This is an optimization exercise on Yosys and OpenROAD, whose aim is a short achievable clock period and few clock cycles, not a production implementation.
The RTL was checked by simulation tests, not by an equivalence proof against the original design.
Power figures rest on the tool's default switching activity, not on a simulated workload.

## flow/design.v

```verilog
package mips_pkg;
    typedef struct packed {
        logic [5:0]         op;
        logic [5-1:0] rs;
        logic [5-1:0] rt;
        logic [5-1:0] rd;
        logic [4:0]         shamt;
        logic [5:0]         funct;
    } r_fmt_t;
    typedef struct packed {
        logic [5:0]         op;
        logic [5-1:0] rs;
        logic [5-1:0] rt;
        logic [15:0]        imm;
    } i_fmt_t;
    typedef struct packed {
        logic [5:0]  op;
        logic [25:0] target;
    } j_fmt_t;
    typedef union packed {
        r_fmt_t r_fmt;
        i_fmt_t i_fmt;
        j_fmt_t j_fmt;
    } instr_t;
    typedef enum logic [3:0] {
        ALU_ADD, ALU_SUB, ALU_AND, ALU_OR, ALU_XOR,
        ALU_SLT, ALU_SLTU, ALU_SLL, ALU_SRL, ALU_LUI
    } alu_op_e;
    typedef enum logic [2:0] {
        MEM_NONE, MEM_LW, MEM_LB, MEM_LBU, MEM_SW, MEM_SB
    } mem_op_e;
    typedef enum logic [1:0] {
        FWD_REG, FWD_MEM, FWD_WB
    } fwd_sel_e;
    typedef struct packed {
        logic [32-1:0] pc;
        instr_t           instr;
    } if_id_t;
    typedef struct packed {
        logic               valid;
        logic [32-1:0]   pc;
        logic [32-1:0]   rs_val;
        logic [32-1:0]   rt_val;
        logic [5-1:0] rs;
        logic [5-1:0] rt;
        logic [5-1:0] dest;
        logic [32-1:0]   imm;
        logic [4:0]         shamt;
        alu_op_e            alu_op;
        logic               use_imm;
        mem_op_e            mem_op;
        logic               reg_write;
        logic               is_beq;
        logic               is_bne;
        logic               is_jump;
        logic [32-1:0]   jump_target;
    } id_ex_t;
    typedef struct packed {
        logic               valid;
        logic [32-1:0]   alu_result;
        logic [32-1:0]   store_data;
        logic [5-1:0] dest;
        mem_op_e            mem_op;
        logic               reg_write;
    } ex_mem_t;
    typedef struct packed {
        logic               valid;
        logic [32-1:0]   result;
        logic [5-1:0] dest;
        logic               reg_write;
    } mem_wb_t;
endpackage
module fetch_unit (
    input  logic             clk,
    input  logic             rst,
    input  logic             stall,
    input  logic             squash,
    input  logic             redirect,
    input  logic [32-1:0] redirect_pc,
    input  mips_pkg::instr_t           im_out,
    output logic [32-1:0] im_addr,
    output logic             im_en,
    output mips_pkg::if_id_t           if_id
);
    logic [32-1:0] pc;
    assign im_addr = pc;
    assign im_en   = !stall;
    always_ff @(posedge clk) begin
        if (rst) begin
            pc <= 32'h0000_0000;
        end else if (redirect) begin
            pc <= redirect_pc;
        end else if (!stall) begin
            pc <= pc + 32'd4;
        end
    end
    always_ff @(posedge clk) begin
        if (rst || squash) begin
            if_id.instr <= '0;
        end else if (!stall) begin
            if_id.pc    <= pc;
            if_id.instr <= im_out;
        end
    end
endmodule
module register_file (
    input  logic               clk,
    input  logic [5-1:0] rd_a,
    input  logic [5-1:0] rd_b,
    input  logic [5-1:0] wr_idx,
    input  logic               wr_en,
    input  logic [32-1:0]   wr_data,
    output logic [32-1:0]   a_val,
    output logic [32-1:0]   b_val
);
    logic [32-1:0] regs [32];
    function automatic logic [32-1:0] read_port(input logic [5-1:0] idx);
        if (idx == '0) begin
            read_port = '0;
        end else if (wr_en && wr_idx == idx) begin
            read_port = wr_data;
        end else begin
            read_port = regs[idx];
        end
    endfunction
    always_ff @(posedge clk) begin
        if (wr_en && wr_idx != '0) begin
            regs[wr_idx] <= wr_data;
        end
    end
    always_comb begin
        a_val = read_port(rd_a);
        b_val = read_port(rd_b);
    end
endmodule
module decode_stage (
    input  logic    clk,
    input  logic    rst,
    input  logic    stall,
    input  logic    bubble,
    input  logic    squash,
    input  mips_pkg::if_id_t  if_id,
    input  mips_pkg::mem_wb_t mem_wb,
    output mips_pkg::id_ex_t  id_ex
);
    logic [5:0]       op;
    logic             sign_ext;
    logic [32-1:0] pc_plus4;
    logic [32-1:0] rs_val;
    logic [32-1:0] rt_val;
    mips_pkg::id_ex_t           d;
    assign op       = if_id.instr.r_fmt.op;
    assign sign_ext = !(op == 6'h0c || op == 6'h0d || op == 6'h0e);
    assign pc_plus4 = if_id.pc + 32'd4;
    register_file u_regs (
        .clk     (clk),
        .rd_a    (if_id.instr.r_fmt.rs),
        .rd_b    (if_id.instr.r_fmt.rt),
        .wr_idx  (mem_wb.dest),
        .wr_en   (mem_wb.valid && mem_wb.reg_write),
        .wr_data (mem_wb.result),
        .a_val   (rs_val),
        .b_val   (rt_val)
    );
    always_comb begin
        d.valid       = 1'b1;
        d.pc          = if_id.pc;
        d.rs_val      = rs_val;
        d.rt_val      = rt_val;
        d.rs          = if_id.instr.r_fmt.rs;
        d.rt          = if_id.instr.r_fmt.rt;
        d.dest        = if_id.instr.i_fmt.rt;
        d.shamt       = if_id.instr.r_fmt.shamt;
        d.alu_op      = mips_pkg::ALU_ADD;
        d.use_imm     = 1'b1;
        d.mem_op      = mips_pkg::MEM_NONE;
        d.reg_write   = 1'b1;
        d.is_beq      = 1'b0;
        d.is_bne      = 1'b0;
        d.is_jump     = 1'b0;
        d.jump_target = {pc_plus4[31:28], if_id.instr.j_fmt.target, 2'b00};
        d.imm = sign_ext ? {{16{if_id.instr.i_fmt.imm[15]}}, if_id.instr.i_fmt.imm}
                         : {16'h0000, if_id.instr.i_fmt.imm};
        case (op)
            6'h00: begin
                d.dest    = if_id.instr.r_fmt.rd;
                d.use_imm = 1'b0;
                case (if_id.instr.r_fmt.funct)
                    6'h21: d.alu_op = mips_pkg::ALU_ADD;
                    6'h23: d.alu_op = mips_pkg::ALU_SUB;
                    6'h24:  d.alu_op = mips_pkg::ALU_AND;
                    6'h25:   d.alu_op = mips_pkg::ALU_OR;
                    6'h26:  d.alu_op = mips_pkg::ALU_XOR;
                    6'h2a:  d.alu_op = mips_pkg::ALU_SLT;
                    6'h2b: d.alu_op = mips_pkg::ALU_SLTU;
                    6'h00:  d.alu_op = mips_pkg::ALU_SLL;
                    6'h02:  d.alu_op = mips_pkg::ALU_SRL;
                    default:  d.reg_write = 1'b0;
                endcase
            end
            6'h09: d.alu_op = mips_pkg::ALU_ADD;
            6'h0a:  d.alu_op = mips_pkg::ALU_SLT;
            6'h0c:  d.alu_op = mips_pkg::ALU_AND;
            6'h0d:   d.alu_op = mips_pkg::ALU_OR;
            6'h0e:  d.alu_op = mips_pkg::ALU_XOR;
            6'h0f:   d.alu_op = mips_pkg::ALU_LUI;
            6'h23:    d.mem_op = mips_pkg::MEM_LW;
            6'h20:    d.mem_op = mips_pkg::MEM_LB;
            6'h24:   d.mem_op = mips_pkg::MEM_LBU;
            6'h2b: begin
                d.mem_op    = mips_pkg::MEM_SW;
                d.reg_write = 1'b0;
            end
            6'h28: begin
                d.mem_op    = mips_pkg::MEM_SB;
                d.reg_write = 1'b0;
            end
            6'h04: begin
                d.is_beq    = 1'b1;
                d.reg_write = 1'b0;
            end
            6'h05: begin
                d.is_bne    = 1'b1;
                d.reg_write = 1'b0;
            end
            6'h02: begin
                d.is_jump   = 1'b1;
                d.reg_write = 1'b0;
            end
            default: d.reg_write = 1'b0;
        endcase
    end
    always_ff @(posedge clk) begin
        if (rst || squash || bubble) begin
            id_ex.valid <= 1'b0;
        end else if (!stall) begin
            id_ex <= d;
        end
    end
endmodule
module hazard_unit (
    input  mips_pkg::if_id_t   if_id,
    input  mips_pkg::id_ex_t   id_ex,
    input  mips_pkg::ex_mem_t  ex_mem,
    input  mips_pkg::mem_wb_t  mem_wb,
    input  logic     redirect,
    output logic     stall,
    output logic     bubble,
    output logic     squash,
    output mips_pkg::fwd_sel_e fwd_a,
    output mips_pkg::fwd_sel_e fwd_b
);
    logic load_ex;
    logic load_use;
    function automatic mips_pkg::fwd_sel_e fwd_for(input logic [5-1:0] idx);
        if (idx != '0 && ex_mem.valid && ex_mem.reg_write && ex_mem.dest == idx) begin
            fwd_for = mips_pkg::FWD_MEM;
        end else if (idx != '0 && mem_wb.valid && mem_wb.reg_write && mem_wb.dest == idx) begin
            fwd_for = mips_pkg::FWD_WB;
        end else begin
            fwd_for = mips_pkg::FWD_REG;
        end
    endfunction
    always_comb begin
        fwd_a = fwd_for(id_ex.rs);
        fwd_b = fwd_for(id_ex.rt);
    end
    assign load_ex  = id_ex.valid && id_ex.dest != '0
                      && (id_ex.mem_op == mips_pkg::MEM_LW || id_ex.mem_op == mips_pkg::MEM_LB
                          || id_ex.mem_op == mips_pkg::MEM_LBU);
    assign load_use = load_ex && (id_ex.dest == if_id.instr.r_fmt.rs
                                  || id_ex.dest == if_id.instr.r_fmt.rt);
    assign stall  = load_use && !redirect;
    assign bubble = load_use;
    assign squash = redirect;
endmodule
module execute_stage (
    input  logic             clk,
    input  logic             rst,
    input  mips_pkg::id_ex_t           id_ex,
    input  mips_pkg::fwd_sel_e         fwd_a,
    input  mips_pkg::fwd_sel_e         fwd_b,
    input  logic [32-1:0] mem_result,
    input  logic [32-1:0] wb_result,
    output logic             redirect,
    output logic [32-1:0] redirect_pc,
    output mips_pkg::ex_mem_t          ex_mem
);
    logic [32-1:0] a;
    logic [32-1:0] rt_fwd;
    logic [32-1:0] b;
    logic [32-1:0] alu_y;
    logic [32-1:0] br_target;
    logic             taken;
    function automatic logic [32-1:0] pick(input mips_pkg::fwd_sel_e         sel,
                                              input logic [32-1:0] reg_val);
        case (sel)
            mips_pkg::FWD_MEM: pick = mem_result;
            mips_pkg::FWD_WB:  pick = wb_result;
            default: pick = reg_val;
        endcase
    endfunction
    always_comb begin
        a      = pick(fwd_a, id_ex.rs_val);
        rt_fwd = pick(fwd_b, id_ex.rt_val);
    end
    assign b = id_ex.use_imm ? id_ex.imm : rt_fwd;
    always_comb begin
        case (id_ex.alu_op)
            mips_pkg::ALU_ADD:  alu_y = a + b;
            mips_pkg::ALU_SUB:  alu_y = a - b;
            mips_pkg::ALU_AND:  alu_y = a & b;
            mips_pkg::ALU_OR:   alu_y = a | b;
            mips_pkg::ALU_XOR:  alu_y = a ^ b;
            mips_pkg::ALU_SLT:  alu_y = {{(32-1){1'b0}}, $signed(a) < $signed(b)};
            mips_pkg::ALU_SLTU: alu_y = {{(32-1){1'b0}}, a < b};
            mips_pkg::ALU_SLL:  alu_y = b << id_ex.shamt;
            mips_pkg::ALU_SRL:  alu_y = b >> id_ex.shamt;
            mips_pkg::ALU_LUI:  alu_y = {b[15:0], 16'h0000};
            default:  alu_y = a + b;
        endcase
    end
    assign br_target = id_ex.pc + 32'd4 + {id_ex.imm[32-3:0], 2'b00};
    assign taken = id_ex.is_jump
                   || (id_ex.is_beq && a == rt_fwd)
                   || (id_ex.is_bne && a != rt_fwd);
    assign redirect    = id_ex.valid && taken;
    assign redirect_pc = id_ex.is_jump ? id_ex.jump_target : br_target;
    always_ff @(posedge clk) begin
        if (rst) begin
            ex_mem.valid <= 1'b0;
        end else begin
            ex_mem.valid      <= id_ex.valid;
            ex_mem.alu_result <= alu_y;
            ex_mem.store_data <= rt_fwd;
            ex_mem.dest       <= id_ex.dest;
            ex_mem.mem_op     <= id_ex.mem_op;
            ex_mem.reg_write  <= id_ex.reg_write;
        end
    end
endmodule
module memory_stage (
    input  logic             clk,
    input  logic             rst,
    input  mips_pkg::ex_mem_t          ex_mem,
    input  logic [32-1:0] dm_out,
    output logic [32-1:0] dm_addr,
    output logic [32-1:0] dm_in,
    output logic             dm_en,
    output logic [3:0]       dm_byte,
    output logic [32-1:0] mem_result,
    output mips_pkg::mem_wb_t          mem_wb
);
    logic [1:0]       lane;
    logic [7:0]       ld_byte;
    logic [32-1:0] ld_data;
    logic             is_load;
    assign lane    = ex_mem.alu_result[1:0];
    assign is_load = ex_mem.mem_op == mips_pkg::MEM_LW || ex_mem.mem_op == mips_pkg::MEM_LB
                     || ex_mem.mem_op == mips_pkg::MEM_LBU;
    assign dm_en   = ex_mem.valid && ex_mem.mem_op != mips_pkg::MEM_NONE;
    assign dm_addr = {ex_mem.alu_result[32-1:2], 2'b00};
    assign dm_in = (ex_mem.mem_op == mips_pkg::MEM_SB) ? {4{ex_mem.store_data[7:0]}}
                                             : ex_mem.store_data;
    assign dm_byte = !ex_mem.valid              ? 4'b0000 :
                     ex_mem.mem_op == mips_pkg::MEM_SW    ? 4'b1111 :
                     ex_mem.mem_op == mips_pkg::MEM_SB    ? 4'b0001 << lane :
                                                  4'b0000;
    assign ld_byte = dm_out[8*lane +: 8];
    always_comb begin
        case (ex_mem.mem_op)
            mips_pkg::MEM_LB:  ld_data = {{24{ld_byte[7]}}, ld_byte};
            mips_pkg::MEM_LBU: ld_data = {24'h000000, ld_byte};
            default: ld_data = dm_out;
        endcase
    end
    assign mem_result = is_load ? ld_data : ex_mem.alu_result;
    always_ff @(posedge clk) begin
        if (rst) begin
            mem_wb.valid <= 1'b0;
        end else begin
            mem_wb.valid     <= ex_mem.valid;
            mem_wb.result    <= mem_result;
            mem_wb.dest      <= ex_mem.dest;
            mem_wb.reg_write <= ex_mem.reg_write;
        end
    end
endmodule
module cpu (
    input  logic             clk,
    input  logic             rst,
    input  logic [32-1:0] im_out,
    output logic [32-1:0] im_addr,
    output logic             im_en,
    input  logic [32-1:0] dm_out,
    output logic [32-1:0] dm_addr,
    output logic [32-1:0] dm_in,
    output logic             dm_en,
    output logic [3:0]       dm_byte
);
    mips_pkg::if_id_t           if_id;
    mips_pkg::id_ex_t           id_ex;
    mips_pkg::ex_mem_t          ex_mem;
    mips_pkg::mem_wb_t          mem_wb;
    logic             stall;
    logic             bubble;
    logic             squash;
    logic             redirect;
    logic [32-1:0] redirect_pc;
    logic [32-1:0] mem_result;
    mips_pkg::fwd_sel_e         fwd_a;
    mips_pkg::fwd_sel_e         fwd_b;
    fetch_unit u_fetch (
        .clk         (clk),
        .rst         (rst),
        .stall       (stall),
        .squash      (squash),
        .redirect    (redirect),
        .redirect_pc (redirect_pc),
        .im_out      (im_out),
        .im_addr     (im_addr),
        .im_en       (im_en),
        .if_id       (if_id)
    );
    decode_stage u_decode (
        .clk    (clk),
        .rst    (rst),
        .stall  (stall),
        .bubble (bubble),
        .squash (squash),
        .if_id  (if_id),
        .mem_wb (mem_wb),
        .id_ex  (id_ex)
    );
    hazard_unit u_hazard (
        .if_id    (if_id),
        .id_ex    (id_ex),
        .ex_mem   (ex_mem),
        .mem_wb   (mem_wb),
        .redirect (redirect),
        .stall    (stall),
        .bubble   (bubble),
        .squash   (squash),
        .fwd_a    (fwd_a),
        .fwd_b    (fwd_b)
    );
    execute_stage u_execute (
        .clk         (clk),
        .rst         (rst),
        .id_ex       (id_ex),
        .fwd_a       (fwd_a),
        .fwd_b       (fwd_b),
        .mem_result  (mem_result),
        .wb_result   (mem_wb.result),
        .redirect    (redirect),
        .redirect_pc (redirect_pc),
        .ex_mem      (ex_mem)
    );
    memory_stage u_memory (
        .clk        (clk),
        .rst        (rst),
        .ex_mem     (ex_mem),
        .dm_out     (dm_out),
        .dm_addr    (dm_addr),
        .dm_in      (dm_in),
        .dm_en      (dm_en),
        .dm_byte    (dm_byte),
        .mem_result (mem_result),
        .mem_wb     (mem_wb)
    );
endmodule
```

## flow/run.sh

```bash
#!/bin/bash
# synth_recipe.tcl (not shown) runs the flow's synth.tcl, then flattens the netlist and writes it again
# the make line also repeats each setting of config.mk as NAME=value (left out here)
make -C /OpenROAD-flow-scripts/flow DESIGN_CONFIG=/design/flow/config.mk WORK_HOME=/design/flow/orfs CLKGATE_MAP_FILE= SYNTH_SCRIPT=/design/flow/synth_recipe.tcl finish
```

## flow/config.mk

```make
export PLATFORM = sky130hd
export DESIGN_NAME = cpu
export DESIGN_NICKNAME = cpu
export VERILOG_FILES = /design/flow/design.v
export SDC_FILE = /design/flow/constraint.sdc
export NUM_CORES = 4
export LEC_CHECK = 0
export CAP_MARGIN = 20
export CORE_MARGIN = 2
export CORE_UTILIZATION = 40
export SLEW_MARGIN = 20
```

## flow/constraint.sdc

```tcl
create_clock -name core_clock -period 10.0 [get_ports {clk}]
set_input_delay 2.0000 -clock core_clock [delete_from_list [all_inputs] [get_ports {clk}]]
set_output_delay 2.0000 -clock core_clock [all_outputs]
set_load 0.01 [all_outputs]
```

==> flow_summary.yaml <==
worst_setup_path:
  crit_chain: "clkdlybuf4s50_1 > mux4_2 > nand3b_1 > nand3_1 > mux2i_1 > xnor2_1 > nand4_1 > or4_1 > a211o_1 > o21ai_1 > nand3b_1 > nand2b_1 > clkdlybuf4s50_1"
  reg2reg_depth: 19
  crit_fanout: 11
  r2r_end: "u_execute.ex_mem[72]$_DFFE_PN_"
  crit_type: "in2out"
  startpoint: "dm_out[7]"
  crit_slowest_cell: "mux2i_1"
  endpoint_kind: "output port"
  max_stage_delay_ps: 700
  worstPathBufferInverterCount: 2
  r2r_start: "u_memory.mem_wb[5]$_DFFE_PN_"
  start_kind: "input pin"
  required_ps: 8000
  cp_top_family: "simple AND/OR/NAND/NOR gates"
  regToRegSetupSlack_ps: 2520
  arrival_ps: 7040
logic_synthesis:
  postSynthAreaPerCell_um2: 13.8
  ys.flop_type: "edfxtp_1"
  synth_edf_count: 1311
  syn_inst: 5413
  ys_ff_latch: 1378
  ys_async_sr_fraction_pct: 0
  yosysSeqAreaShare_pct: 54.7
  syn-cell-area_um2: 74500
  yosysWarnings: 6
  ys_types: 88
placement:
  dpl.hpwl_um: 186000
  portBuffers: 165
  place_ws_ps: 1130
  gp_congestion: 1.03
sta:
  slew_violations: 0
  setup_viol: 0
  tightestPinTransition_ps: 1180
  maxSlewHeadroom_pct: 20.4
  rsz0062_at_grt: "no"
  hold_violations: 0
  max_freq_mhz: 111
  worst_slack_ps: 964
  fin_tns_setup_ps: 0
  skew_ps: 43.4
  period_needed_ps: 9040
  finalCritPeriodShare_pct: 90.4
cts:
  clkSinkCount: 1378
  cts.htree.levels: 4
  clk_pin_slew_ps: 60
  cts_buffer_depth: 3
  post_cts_buffers: 0
  cts_resized: 0
  cts-hold-fix-buffers: 0
  cts_made_buffers: 151
  ctsRootBufferMaster: "clkbuf_16"
  clock_latency_ps: 820
  cts_tree: "yes"
power_and_ir_drop:
  p_leak_nw: 28.0
  p_per_area_nw_per_um2: 191
  peakVddDrop_uv: 127
final_layout:
  final_common_cell: "edfxtp_1"
  seq_area_um2: 40700
  mostFrequentLayoutCells: "edfxtp_1 (1,311), mux4_2 (462), nor2_1 (366), mux2i_1 (329), a21oi_1 (294)"
  fill_cells: 16379
  nets: 5732
  drive_gt1_share_pct: 19.7
  area_growth_pct: 13.6
  multi_input_area_um2: 31900
die:
  die_h_um: 436
  num_rows: 158
  io_pins: 168
  die_area_um2: 190000
  fp.dieW_um: 436
  start_util_pct: 40.2
  core_um2: 185000
global_route:
  grt_pass1_wl_um: 395000
  antenna_found_initial: 5
  grt_pass1_vias: 50997
  gr-total-overflow: 0
  grt_start_max_net_pins: 88
  grtUsageTotal_pct: 29.4
run:
  cap_violations: 0
drt:
  detail_route.vias_per_cell: 6.44
  dr.pass1.iters: 7
  wl_per_cell_um: 35.0
  drtAntennaViolNets: 0
  vias: 52282
  first_iter_violations: 6652
  drc_errors: 0
  routed_wirelength_um: 284000
min_path:
  hold_class: "reg2reg"
  worstHoldStart: "u_fetch.if_id[32]$_DFFE_PP_"
  hold_depth: 0
  min_to: "u_decode.id_ex[160]$_DFFE_PP_"
run_status:
  status: "timing/DRC/antenna clean"
## worst max-delay path by stage
stage / to / depth (start not counted) / slack, ps
after floorplan: u_decode.id_ex[100]$_SDFFCE_PN0P_ / 15 / 1100
after global placement: im_en / 13 / 1130
after detailed placement: im_en / 13 / 1130
after CTS: im_en / 13 / 1100
after global routing: im_en / 13 / 940
final: im_en / 13 / 960
## where the power goes
group	switching [mW]	internal, mW	total (mW)
clock	2.42	3.42	5.84
combinational	2.18	1.18	3.36
sequential	0.259	6.68	6.93
total	4.86	11.3	16.1
## worst reg2reg max path, delay by kind of cell (launching register included)
kind            cells  cell delay [ps]
fa+ha+maj           1              420
xor+xnor            1              310
flops               1              630
buf+inv             1              500
compound gates      7             2020
mux                 2             1110
simple gates        7             2380
## metrics by stage
step | instance area [um^2] | std cells | hold WS, ps | utilization [%] | total power, mW
floorplan | 74600 | 5446 | 400 | - | 8.93
global placement | 79300 | 7827 | 404 | 42.8 | 10.3
detailed placement | 79300 | 7828 | 417 | 42.8 | 10.3
CTS | 84400 | 8105 | 394 | 45.6 | 16.1
global route | 84600 | 8114 | 423 | 45.7 | 16.6
finish | 84600 | 8115 | 407 | 45.7 | 16.1
## synth_stat cells (96+ instances only)
| cell type | instances | area [um^2] |
|---|---|---|
| inv_1 | 125 | 469 |
| xnor2_1 | 96 | 841 |
| o21ai_0 | 172 | 861 |
| a21oi_1 | 294 | 1470 |
| mux2i_1 | 329 | 3290 |
| ha_1 | 154 | 1930 |
| nor2_1 | 400 | 1500 |
| edfxtp_1 | 1311 | 39400 |
| mux4_2 | 462 | 10400 |
| mux2_2 | 104 | 1170 |
| nand2_1 | 252 | 946 |
| clkbuf_1 | 270 | 1010 |
| a211oi_1 | 127 | 953 |
## sequential cells by signal, indices dropped and copies added (netlist names)
signal                flops
u_fetch.if_id            64
u_fetch.pc               32
u_execute.ex_mem         74
u_decode.u_regs.regs   1024
u_decode.id_ex          145
u_memory.mem_wb          39
## layout make-up
type	instances	share of cell area (%)
clock buffer	184	4.70
timing repair buffer	348	3.75
inverter	129	0.576
tap	2480	3.67
antenna	2	0.00592
sequential	1378	48.2
clock inverter	93	1.35
multi-input combinational	3501	37.8
## routing by layer
layer  wire length (um)  track usage (%)  up-vias
met5                  0                0        -
met4              20700             18.5        0
met2             131000             46.1     3006
met3              25300             5.36      663
li1                   -                -    21718
met1             107000             37.6    26895
## logic make-up after synthesis
group	share of synthesized area, %
muxes	20.1
and+or+nand+nor	6.34
AOI/OAI and AO/OA	11.1
adders and majority gates	2.67
buffers and inverters	3.18
DFF	54.7
xor gates and xnor gates	1.98
other	0.00504
Testbench counts, summed over its fixed seeds: cycles 559,261.

re-timing with driven ports:
No port has a modelled driver above. Below, the same layout with a new extraction and two added sets of constraints. Step 1 (the two cells are an assumption about what drives the block):
set clk [get_ports {clk}]
set_driving_cell -lib_cell sky130_fd_sc_hd__clkbuf_16 $clk
set_driving_cell -lib_cell sky130_fd_sc_hd__buf_2 [delete_from_list [all_inputs] $clk]
Step 2 times the ports against the registers' clock, not the clock port: input delays grow and output delays shrink by t, the midpoint of the rising clock arrivals with the driver on. Three values: ideal ports, drivers, drivers and shift; two values: the first two.
shift t [ns]: 0.881
slack for setup (ns): 0.964 / 0.932 / 0.932
hold WS [ns]: 0.407 / 0.407 / 0.407
worst slew at a driven data input, ns: 0.13
cell pins on the clock port's net: 1
After both steps this run still meets setup and hold. For this run, drivers alone change the setup slack by -0.032 ns; drivers and shift together by -0.032 ns.
